This design comes from an exercise in tuning for small area, a short achievable clock period and few clock cycles on the open sky130 flow, not from production work. Only simulation tests tie the RTL to the original design; equivalence was not proved.

Setup of job 101:
## histTop
module histTop #(
    parameter int BIN_WIDTH = histPkg::BIN_WIDTH,
    parameter int COUNT_WIDTH = histPkg::COUNT_WIDTH,
    parameter int HITS_PER_FRAME = histPkg::HITS_PER_FRAME
) (
    input  logic                   clk,
    input  logic                   res,
    input  logic                   start,
    input  logic                   hitValid,
    input  logic [BIN_WIDTH-1:0]   hitBin,
    output logic                   busy,
    output logic                   collecting,
    output logic                   peakValid,
    output logic [BIN_WIDTH-1:0]   peakBin,
    output logic [COUNT_WIDTH-1:0] peakCount
);
    localparam int BINS = 2 ** BIN_WIDTH;
    localparam int HIT_COUNT_WIDTH = $clog2(HITS_PER_FRAME + 1);
    function automatic logic [7:0] lfsrNext(input logic [7:0] x);
        lfsrNext = {x[6:0], ~(x[7] ^ x[5] ^ x[4] ^ x[3])};
    endfunction
    function automatic logic [7:0] lfsrAfter(input int n);
        lfsrAfter = '0;
        for (int i = 0; i < n; i++) begin
            lfsrAfter = lfsrNext(lfsrAfter);
        end
    endfunction
    localparam logic [7:0] LAST_HIT = lfsrAfter(HITS_PER_FRAME - 1);
    localparam int LO_WIDTH = 5;
  ...
export LEC_CHECK = 0
export CAP_MARGIN = 20
export CORE_MARGIN = 2
export CORE_UTILIZATION = 40
export CTS_CLUSTER_DIAMETER = 100
export CTS_CLUSTER_SIZE = 30
export SETUP_SLACK_MARGIN = 2.0
export SLEW_MARGIN = 20
create_clock -name core_clock -period 4.2 [get_ports {clk}]
run.sh (not shown) runs the stock make flow with config.mk's settings and CLKGATE_MAP_FILE= SYNTH_SCRIPT=/design/flow/synth_recipe.tcl, a recipe that flattens the netlist after the stock synthesis.
Testbench counts of job 101, summed over its fixed seeds: cycles 55,492.
## Diff of input files: job 102 against job 101
diff --git a/flow/design.v b/flow/design.v
--- a/flow/design.v
+++ b/flow/design.v
@@ -48,51 +48,40 @@
     input  logic [BIN_WIDTH-1:0]   hitBin,
     output logic                   busy,
     output logic                   collecting,
     output logic                   peakValid,
     output logic [BIN_WIDTH-1:0]   peakBin,
     output logic [COUNT_WIDTH-1:0] peakCount
 );
     localparam int BINS = 2 ** BIN_WIDTH;
     localparam int HIT_COUNT_WIDTH = $clog2(HITS_PER_FRAME + 1);
-    function automatic logic [7:0] lfsrNext(input logic [7:0] x);
-        lfsrNext = {x[6:0], ~(x[7] ^ x[5] ^ x[4] ^ x[3])};
-    endfunction
-    function automatic logic [7:0] lfsrAfter(input int n);
-        lfsrAfter = '0;
-        for (int i = 0; i < n; i++) begin
-            lfsrAfter = lfsrNext(lfsrAfter);
-        end
-    endfunction
-    localparam logic [7:0] LAST_HIT = lfsrAfter(HITS_PER_FRAME - 1);
+    localparam logic [HIT_COUNT_WIDTH-1:0] LAST_HIT = HIT_COUNT_WIDTH'(HITS_PER_FRAME - 1);
     localparam int LO_WIDTH = 5;
     localparam int HI_WIDTH = COUNT_WIDTH - LO_WIDTH;
     localparam int SLOTS = HITS_PER_FRAME / (2 ** LO_WIDTH);
     logic startAcc;
     logic hitAccept;
     logic lastHit;
-    logic [7:0] hitCount;
+    logic [HIT_COUNT_WIDTH-1:0] hitCount;
     logic clr;
     localparam int LO_SEL = BIN_WIDTH / 2;
     localparam int HI_SEL = BIN_WIDTH - LO_SEL;
     logic                 v1;
     logic                 last1;
     logic [BIN_WIDTH-1:0] bin1;
     logic [2**LO_SEL-1:0] selLo1;
     logic [2**HI_SEL-1:0] selHi1;
     logic                   v2;
     logic                   last2;
     logic [BIN_WIDTH-1:0]   bin2;
     logic [LO_WIDTH-1:0]    lo2;
     logic [HI_WIDTH-1:0]    hi2;
     logic [SLOTS-1:0]       match2;
-    logic                   hasSlot2;
-    logic                   carry2;
     logic                   same1;
     logic [COUNT_WIDTH-1:0] maxCntM1;
     logic [BIN_WIDTH-1:0]   maxBinN;
     logic [LO_WIDTH-1:0]    lo [BINS];
     logic [SLOTS-1:0]       slotUsed;
     logic [BIN_WIDTH-1:0]   slotBin [SLOTS];
     logic [HI_WIDTH-1:0]    slotHi [SLOTS];
     logic [SLOTS-1:0]       match1;
     logic [HI_WIDTH-1:0]    hi1;
@@ -166,19 +155,19 @@
                 hi1 = hi1 | slotHi[s];
             end
         end
     end
     always_ff @(posedge clk) begin
         clr <= startAcc;
         if (startAcc) begin
             hitCount <= '0;
         end else if (hitAccept) begin
-            hitCount <= lfsrNext(hitCount);
+            hitCount <= hitCount + 1'b1;
         end
     end
     always_comb begin
         logic [LO_WIDTH-1:0] part;
         lo1 = '0;
         for (int h = 0; h < 2 ** HI_SEL; h++) begin
             part = '0;
             for (int l = 0; l < 2 ** LO_SEL; l++) begin
                 part = part | ({LO_WIDTH{selLo1[l]}} & lo[h * (2 ** LO_SEL) + l]);
@@ -190,29 +179,27 @@
         bin1 <= hitBin;
         for (int l = 0; l < 2 ** LO_SEL; l++) begin
             selLo1[l] <= (hitBin[LO_SEL-1:0] == LO_SEL'(l));
         end
         for (int h = 0; h < 2 ** HI_SEL; h++) begin
             selHi1[h] <= (hitBin[BIN_WIDTH-1:LO_SEL] == HI_SEL'(h));
         end
         bin2 <= bin1;
         {hi2, lo2} <= same1 ? newCnt : {hi1, lo1};
-        carry2 <= same1 ? &newCnt[LO_WIDTH-1:0] : &lo1;
         match2 <= match1;
-        hasSlot2 <= |match1;
     end
     assign same1 = v2 && (bin2 == bin1);
     assign cnt2 = {hi2, lo2};
     assign oldCnt = cnt2;
     assign oldSlot = match2;
     assign newCnt = incr(cnt2);
-    assign hasSlot = hasSlot2;
-    assign carry = carry2;
+    assign hasSlot = |oldSlot;
+    assign carry = &lo2;
     assign freeSlot = slotUsed ^ {slotUsed[SLOTS-2:0], 1'b1};
     assign slotWr = (v2 && carry) ? (hasSlot ? oldSlot : freeSlot) : '0;
     assign upd = v2 && ge;
     assign done = v2 && last2;
     assign loData = clr ? '0 : newCnt[LO_WIDTH-1:0];
     always_ff @(posedge clk) begin
         if (clr) begin
             maxCntM1 <= '0;
             maxBinN <= '0;
### Flow results
There was hardly any difference in total routed wirelength between job 101 and job 102.
Per the comparison of job 102 with job 101, sequential cell count of the final layout now sits lower; die area now sits at about the same level; met2 usage now sits lower; global-route track usage on met3 now sits higher.
Between job 102 and job 101, the synthesis-to-finish area growth figures differ only marginally.
Job 102 vs job 101, least setup slack across all paths after layout went down by 6.0 ps.
Testbench counts of job 102, summed over its fixed seeds: cycles 55,492.

==> re-timing with driven ports <==
In the flow no input, the clock included, has a driving cell. The finished layouts below were timed again as built, in two steps.
Step 1 sets driving cells, clkbuf_16 on the clock port and buf_2 on the other inputs (assumed; they add their load-dependent delay and slew).
Step 2 times the ports against the registers' clock, not the clock port: input delays grow and output delays shrink by t, the midpoint of the rising clock arrivals with the driver on.
Slacks: no drivers / after step 1 / after step 2; pairs: no drivers / after step 1.
run	t, ns	slack for setup (ns)	worst hold slack (ns)	worst data-port slew with drivers (ns)	pins driven straight from the clock port
job 101	0.613	1.995 / 1.993 / 1.995	0.226 / 0.191 / 0.361	0.04	1
job 102	0.601	1.989 / 1.989 / 1.898	0.362 / 0.362 / 0.362	0.03	1
After both steps every run listed still meets setup and hold. For job 102, which loses most, drivers alone change the setup slack by 0.000 ns; drivers and shift together by -0.091 ns.
